What follows belongs to an exercise in optimizing a design on an open flow for small area; a production flow would make more cautious choices. RTL that was checked went through simulation tests only; none was proved equivalent to the original.

==> branch maple: inputs <==
==> flow/design.v <==
package exec_pkg;
    localparam int xlen_default     = 64;
    localparam int pc_width_default = 32;
    localparam int shamt_bits = 6;
    typedef logic [6:0] opcode_t;
    typedef logic [2:0] funct3_t;
    typedef logic [6:0] funct7_t;
    localparam opcode_t op_reg    = 7'b0110011;
    localparam opcode_t op_imm    = 7'b0010011;
    localparam opcode_t op_load   = 7'b0000011;
    localparam opcode_t op_store  = 7'b0100011;
    localparam opcode_t op_branch = 7'b1100011;
    localparam opcode_t op_jal    = 7'b1101111;
    localparam opcode_t op_jalr   = 7'b1100111;
    localparam opcode_t op_auipc  = 7'b0010111;
    localparam opcode_t op_lui    = 7'b0110111;
    localparam funct7_t f7_base = 7'b0000000;
    localparam funct7_t f7_alt  = 7'b0100000;
endpackage
`timescale 1ns/1ns
module exec_decode (
    input  exec_pkg::opcode_t opcode,
    input  exec_pkg::funct3_t func3,
    input  exec_pkg::funct7_t func7,
    output logic              use_imm,     
    output logic              upper,       
    output logic              auipc,
    output logic              sub,         
    output logic              sel_sum,
    output logic              sel_p,       
    output logic              sel_g,       
    output logic              sel_shr,
    output logic              sel_shl,
    output logic              sel_slt,
    output logic              sel_sltu,
    output logic              sra,
    output logic              res_en,      
    output logic              cls_branch,
    output logic              cls_jump,
    output logic              jump_from_reg,
    output logic              flag_en,     
    output logic              set_load,
    output logic              set_store
);
    logic is_reg, is_imm, is_lui, is_load, is_store, arith, f7z, f7a, ok;
    assign is_reg   = (opcode == exec_pkg::op_reg);
    assign is_imm   = (opcode == exec_pkg::op_imm);
    assign is_lui   = (opcode == exec_pkg::op_lui);
    assign auipc    = (opcode == exec_pkg::op_auipc);
    assign is_load  = (opcode == exec_pkg::op_load);
    assign is_store = (opcode == exec_pkg::op_store);
    assign cls_branch    = (opcode == exec_pkg::op_branch);
    assign jump_from_reg = (opcode == exec_pkg::op_jalr);
    assign cls_jump = (opcode == exec_pkg::op_jal) || jump_from_reg;
    assign arith   = is_reg || is_imm;
    assign upper   = is_lui || auipc;
    assign use_imm = is_imm;
    assign f7z = (func7 == exec_pkg::f7_base);
    assign f7a = (func7 == exec_pkg::f7_alt);
    always_comb begin
        case (func3)
            3'd0:    ok = is_imm || f7z || f7a;
            3'd5:    ok = f7z || f7a;
            default: ok = is_imm || f7z;
        endcase
    end
    assign sub      = is_reg && func3 == 3'd0 && f7a;
    assign sel_sum  = upper || (arith && func3 == 3'd0);
    assign sel_p    = arith && (func3 == 3'd4 || func3 == 3'd6);
    assign sel_g    = arith && (func3 == 3'd6 || func3 == 3'd7);
    assign sel_shl  = arith && func3 == 3'd1;
    assign sel_shr  = arith && func3 == 3'd5;
    assign sel_slt  = arith && func3 == 3'd2;
    assign sel_sltu = arith && func3 == 3'd3;
    assign sra      = f7a && func3[2];
    assign res_en = !(arith && !ok) && !cls_branch && !cls_jump && !is_load && !is_store;
    assign set_load  = is_load && func3 != 3'd7;
    assign set_store = is_store && !func3[2];
    assign flag_en   = !(arith && !ok) && !(is_load && func3 == 3'd7) && !(is_store && func3[2]);
endmodule
`timescale 1ns/1ns
module exec_add #(
    parameter int w = 64
) (
    input  logic [w-1:0] a,
    input  logic [w-1:0] b,
    input  logic         cin,
    output logic [w-1:0] p,      
    output logic [w-1:0] g,      
    output logic [w-1:0] sum,
    output logic         cout
);
    localparam int lg = $clog2(w);
    logic [w-1:0] gg, pp;
    assign p = a ^ b;
    assign g = a & b;
    always_comb begin
        gg = g;
        pp = p;
        gg[0] = g[0] | (p[0] & cin);
        for (int l = 0; l < lg; l++) begin
            for (int j = 2 ** (l + 1) - 1; j < w; j = j + 2 ** (l + 1)) begin
                gg[j] = gg[j] | (pp[j] & gg[j - 2 ** l]);
                pp[j] = pp[j] & pp[j - 2 ** l];
            end
        end
        for (int l = lg - 2; l >= 0; l--) begin
            for (int j = 3 * 2 ** l - 1; j < w; j = j + 2 ** (l + 1)) begin
                gg[j] = gg[j] | (pp[j] & gg[j - 2 ** l]);
                pp[j] = pp[j] & pp[j - 2 ** l];
            end
        end
    end
    assign sum  = p ^ {gg[w-2:0], cin};
    assign cout = gg[w-1];
endmodule
module exec_compute (
    input  logic [63:0] data1,
    input  logic [63:0] data2,
    input  logic [63:0] imm,
    input  logic [31:0] pc,
    input  logic        use_imm,
    input  logic        upper,
    input  logic        auipc,
    input  logic        sub,
    input  logic        sel_sum,
    input  logic        sel_p,
    input  logic        sel_g,
    input  logic        sel_shr,
    input  logic        sel_shl,
    input  logic        sel_slt,
    input  logic        sel_sltu,
    input  logic        sra,
    input  logic        cls_branch,
    input  logic [2:0]  func3,
    input  logic        jump_from_reg,
    output logic [63:0] alu_result,
    output logic        br_taken,
    output logic [31:0] br_target,
    output logic [31:0] pc_next
);
    logic [63:0] opb, a, b0, b, p, g, sum;
    logic [63:0] sh_in, sh_out;
    logic [5:0]  shamt;
    logic        inv, cout, ltu, lt, eq, cond;
    assign opb = use_imm ? imm : data2;
    assign inv = sub || sel_slt || sel_sltu || cls_branch;
    assign a  = upper ? {imm[51:0], 12'b0} : data1;
    assign b0 = upper ? {32'b0, pc & {32{auipc}}} : opb;
    assign b  = b0 ^ {64{inv}};
    exec_add #(.w(64)) add_i (
        .a(a), .b(b), .cin(inv), .p(p), .g(g), .sum(sum), .cout(cout)
    );
    assign ltu = !cout;
    assign lt  = cout ^ p[63];
    assign eq  = &p;
    assign shamt = opb[5:0];
    always_comb begin
        for (int i = 0; i < 64; i++) sh_in[i] = sel_shl ? data1[63 - i] : data1[i];
    end
    assign sh_out = $signed({sra && data1[63], sh_in}) >>> shamt;
    always_comb begin
        for (int i = 0; i < 64; i++) begin
            alu_result[i] = (sel_sum && sum[i]) || (sel_p && p[i]) || (sel_g && g[i]) ||
                            (sel_shr && sh_out[i]) || (sel_shl && sh_out[63 - i]);
        end
        alu_result[0] = alu_result[0] || (sel_slt && lt) || (sel_sltu && ltu);
    end
    always_comb begin
        case (func3[2:1])
            2'b00:   cond = eq;
            2'b10:   cond = lt;
            2'b11:   cond = ltu;
            default: cond = 1'b1;
        endcase
        br_taken = func3[2:1] != 2'b01 && (cond ^ func3[0]);
    end
    logic [31:0] t_p, t_g;
    logic        t_c;
    exec_add #(.w(32)) tgt_i (
        .a(jump_from_reg ? data1[31:0] : pc), .b(imm[31:0]), .cin(1'b0),
        .p(t_p), .g(t_g), .sum(br_target), .cout(t_c)
    );
    logic [31:0] inc_c;
    always_comb begin
        inc_c[2] = 1'b1;
        for (int i = 3; i < 32; i++) inc_c[i] = inc_c[i - 1] & pc[i - 1];
        inc_c[1:0] = 2'b00;
    end
    assign pc_next = pc ^ inc_c;
endmodule
`timescale 1ns/1ns
module exec_result_reg (
    input  logic        clk,
    input  logic        rst,
    input  logic        res_en,
    input  logic        cls_branch,
    input  logic        cls_jump,
    input  logic        flag_en,
    input  logic        set_load,
    input  logic        set_store,
    input  logic [63:0] alu_result,
    input  logic        br_taken,
    input  logic [31:0] br_target,
    input  logic [31:0] pc_next,
    output logic [63:0] result,
    output logic [31:0] pc_branch,
    output logic        is_branch,
    output logic        mem_rw,
    output logic        is_load
);
    always_ff @(posedge clk or posedge rst) begin
        if (rst) begin
            result    <= '0;
            pc_branch <= '0;
            is_branch <= 1'b0;
            mem_rw    <= 1'b0;
            is_load   <= 1'b0;
        end else begin
            if (res_en) result <= alu_result;
            if (cls_jump || (cls_branch && br_taken)) begin
                is_branch <= 1'b1;
                pc_branch <= br_target;
            end else if (cls_branch) begin
                is_branch <= 1'b0;
                pc_branch <= pc_next;
            end
            if (flag_en) begin
                mem_rw  <= set_store;
                is_load <= set_load;
            end
        end
    end
endmodule
`timescale 1ns/1ns
module exec_unit #(
    parameter int xlen     = exec_pkg::xlen_default,
    parameter int pc_width = exec_pkg::pc_width_default
) (
    input  logic                clk,
    input  logic                rst,
    input  exec_pkg::opcode_t   opcode,
    input  exec_pkg::funct3_t   func3,
    input  exec_pkg::funct7_t   func7,
    input  logic [xlen-1:0]     imm,
    input  logic [xlen-1:0]     data1,
    input  logic [xlen-1:0]     data2,
    input  logic [pc_width-1:0] pc,
    output logic [xlen-1:0]     result,
    output logic [pc_width-1:0] pc_branch,
    output logic                is_branch,
    output logic                mem_rw,
    output logic                is_load
);
    logic use_imm, upper, auipc, sub, sel_sum, sel_p, sel_g, sel_shr, sel_shl;
    logic sel_slt, sel_sltu, sra, res_en, cls_branch, cls_jump, jump_from_reg;
    logic flag_en, set_load, set_store;
    logic [63:0] alu_result;
    logic        br_taken;
    logic [31:0] br_target;
    logic [31:0] pc_next;
    exec_decode exec_decode_i (
        .opcode        (opcode),
        .func3         (func3),
        .func7         (func7),
        .use_imm       (use_imm),
        .upper         (upper),
        .auipc         (auipc),
        .sub           (sub),
        .sel_sum       (sel_sum),
        .sel_p         (sel_p),
        .sel_g         (sel_g),
        .sel_shr       (sel_shr),
        .sel_shl       (sel_shl),
        .sel_slt       (sel_slt),
        .sel_sltu      (sel_sltu),
        .sra           (sra),
        .res_en        (res_en),
        .cls_branch    (cls_branch),
        .cls_jump      (cls_jump),
        .jump_from_reg (jump_from_reg),
        .flag_en       (flag_en),
        .set_load      (set_load),
        .set_store     (set_store)
    );
    exec_compute exec_compute_i (
        .data1         (data1),
        .data2         (data2),
        .imm           (imm),
        .pc            (pc),
        .use_imm       (use_imm),
        .upper         (upper),
        .auipc         (auipc),
        .sub           (sub),
        .sel_sum       (sel_sum),
        .sel_p         (sel_p),
        .sel_g         (sel_g),
        .sel_shr       (sel_shr),
        .sel_shl       (sel_shl),
        .sel_slt       (sel_slt),
        .sel_sltu      (sel_sltu),
        .sra           (sra),
        .cls_branch    (cls_branch),
        .func3         (func3),
        .jump_from_reg (jump_from_reg),
        .alu_result    (alu_result),
        .br_taken      (br_taken),
        .br_target     (br_target),
        .pc_next       (pc_next)
    );
    exec_result_reg exec_result_reg_i (
        .clk        (clk),
        .rst        (rst),
        .res_en     (res_en),
        .cls_branch (cls_branch),
        .cls_jump   (cls_jump),
        .flag_en    (flag_en),
        .set_load   (set_load),
        .set_store  (set_store),
        .alu_result (alu_result),
        .br_taken   (br_taken),
        .br_target  (br_target),
        .pc_next    (pc_next),
        .result     (result),
        .pc_branch  (pc_branch),
        .is_branch  (is_branch),
        .mem_rw     (mem_rw),
        .is_load    (is_load)
    );
endmodule
==> flow/run.sh <==
#!/bin/bash
# synth_recipe.tcl (not shown) runs the flow's synth.tcl, then flattens the netlist and writes it again
# the make line also repeats each setting of config.mk as NAME=value (left out here)
make -C /OpenROAD-flow-scripts/flow DESIGN_CONFIG=/design/flow/config.mk WORK_HOME=/design/flow/orfs CLKGATE_MAP_FILE= SYNTH_SCRIPT=/design/flow/synth_recipe.tcl finish
==> flow/config.mk <==
export PLATFORM = sky130hd
export DESIGN_NAME = exec_unit
export DESIGN_NICKNAME = exec_unit
export VERILOG_FILES = /design/flow/design.v
export SDC_FILE = /design/flow/constraint.sdc
export NUM_CORES = 4
export LEC_CHECK = 0
export ABC_AREA = 1
export CAP_MARGIN = 20
export CORE_MARGIN = 2
export CORE_UTILIZATION = 50
export SLEW_MARGIN = 20
==> flow/constraint.sdc <==
create_clock -name core_clock -period 6.5 [get_ports {clk}]
set_input_delay 1.3000 -clock core_clock [delete_from_list [all_inputs] [get_ports {clk}]]
set_output_delay 1.3000 -clock core_clock [all_outputs]
set_load 0.01 [all_outputs]
==> branch indigo: changes against branch maple <==
--- a/flow/design.v
+++ b/flow/design.v
@@ -81,5 +81,6 @@
 `timescale 1ns/1ns
 module exec_add #(
-    parameter int w = 64
+    parameter int w  = 64,
+    parameter int lg = 6     
 ) (
     input  logic [w-1:0] a,
@@ -91,5 +92,4 @@
     output logic         cout
 );
-    localparam int lg = $clog2(w);
     logic [w-1:0] gg, pp;
     assign p = a ^ b;
@@ -178,5 +178,5 @@
     logic [31:0] t_p, t_g;
     logic        t_c;
-    exec_add #(.w(32)) tgt_i (
+    exec_add #(.w(32), .lg(5)) tgt_i (
         .a(jump_from_reg ? data1[31:0] : pc), .b(imm[31:0]), .cin(1'b0),
         .p(t_p), .g(t_g), .sum(br_target), .cout(t_c)
==> metrics.log <==
INFO  metric synth_top_family_by_area = simple AND/OR/NAND/NOR gates
INFO  metric chipWidth = between 150 and 200 um
INFO  metric grt_pass1_vias = between 20000 and 25000
INFO  metric regMostFlops = exec_result_reg_i.result
INFO  metric crit_path_top_delay_cell = sky130_fd_sc_hd__dlygate4sd2_1
INFO  metric route.antenna.remaining_nets = 0
INFO  metric placement.io_buffers = approximately 340
INFO  metric io_pins = 342
INFO  metric r2r_start = exec_result_reg_i.result[54]
INFO  metric maxSlewHeadroom = 26.8%
INFO  metric sw_power = roughly 1.4 mW
INFO  metric outcome = finished clean
INFO  metric n_sequential_cell = ~100
INFO  metric hold-path-endpoint = exec_result_reg_i.pc_branch[25]
INFO  metric edff_count_synth = 0
That was branch indigo.
==> metrics.log <==
INFO  metric hold-path-endpoint = exec_result_reg_i.pc_branch[25]
INFO  metric chipWidth = 198 um
INFO  metric cpMostUsedCell = sky130_fd_sc_hd__ha_2
INFO  metric edff_count_synth = 0
INFO  metric grt_pass1_vias = roughly 24000
INFO  metric route.antenna.remaining_nets = 0
INFO  metric sw_power = between 1 and 1.5 mW
INFO  metric rows = a little over 70
INFO  metric r2r_start = exec_result_reg_i.result[54]
INFO  metric maxSlewHeadroom = a little over a quarter
INFO  metric placement.io_buffers = between 300 and 400
INFO  metric crit_path_top_delay_cell = sky130_fd_sc_hd__dlygate4sd2_1
INFO  metric io_pins = between 300 and 400
INFO  metric synth_top_family_by_area = simple AND/OR/NAND/NOR gates
INFO  metric outcome = finished clean
INFO  metric regMostFlops = exec_result_reg_i.result
That was branch maple.
Function not checked in branch maple: the RTL went through the layout flow alone.

[afterwards: timing with drivers on the ports]
The results above use ideal ports. As a check the final layouts listed here were re-extracted and re-timed, cells and wires unchanged.
Step 1: set_driving_cell puts a clkbuf_16 on clk and a buf_2 on each other input, an assumption about the parent block.
Step 2 also shifts input and output timing later by t, the mid clock arrival at the registers, as if the neighbouring blocks saw the same clock.
Three values: ideal ports, drivers, drivers and shift; two values: the first two.
run	t (ns)	setup WS [ns]	worst register clock-pin slew, ns	worst slew at a driven data input, ns
branch maple	0.466	0.161 / 0.191 / -0.275	0.10 / 0.10	0.08
branch indigo	0.466	0.161 / 0.191 / -0.275	0.10 / 0.10	0.08
Met with ideal ports but missed after step 2: setup timing in branch maple and branch indigo.
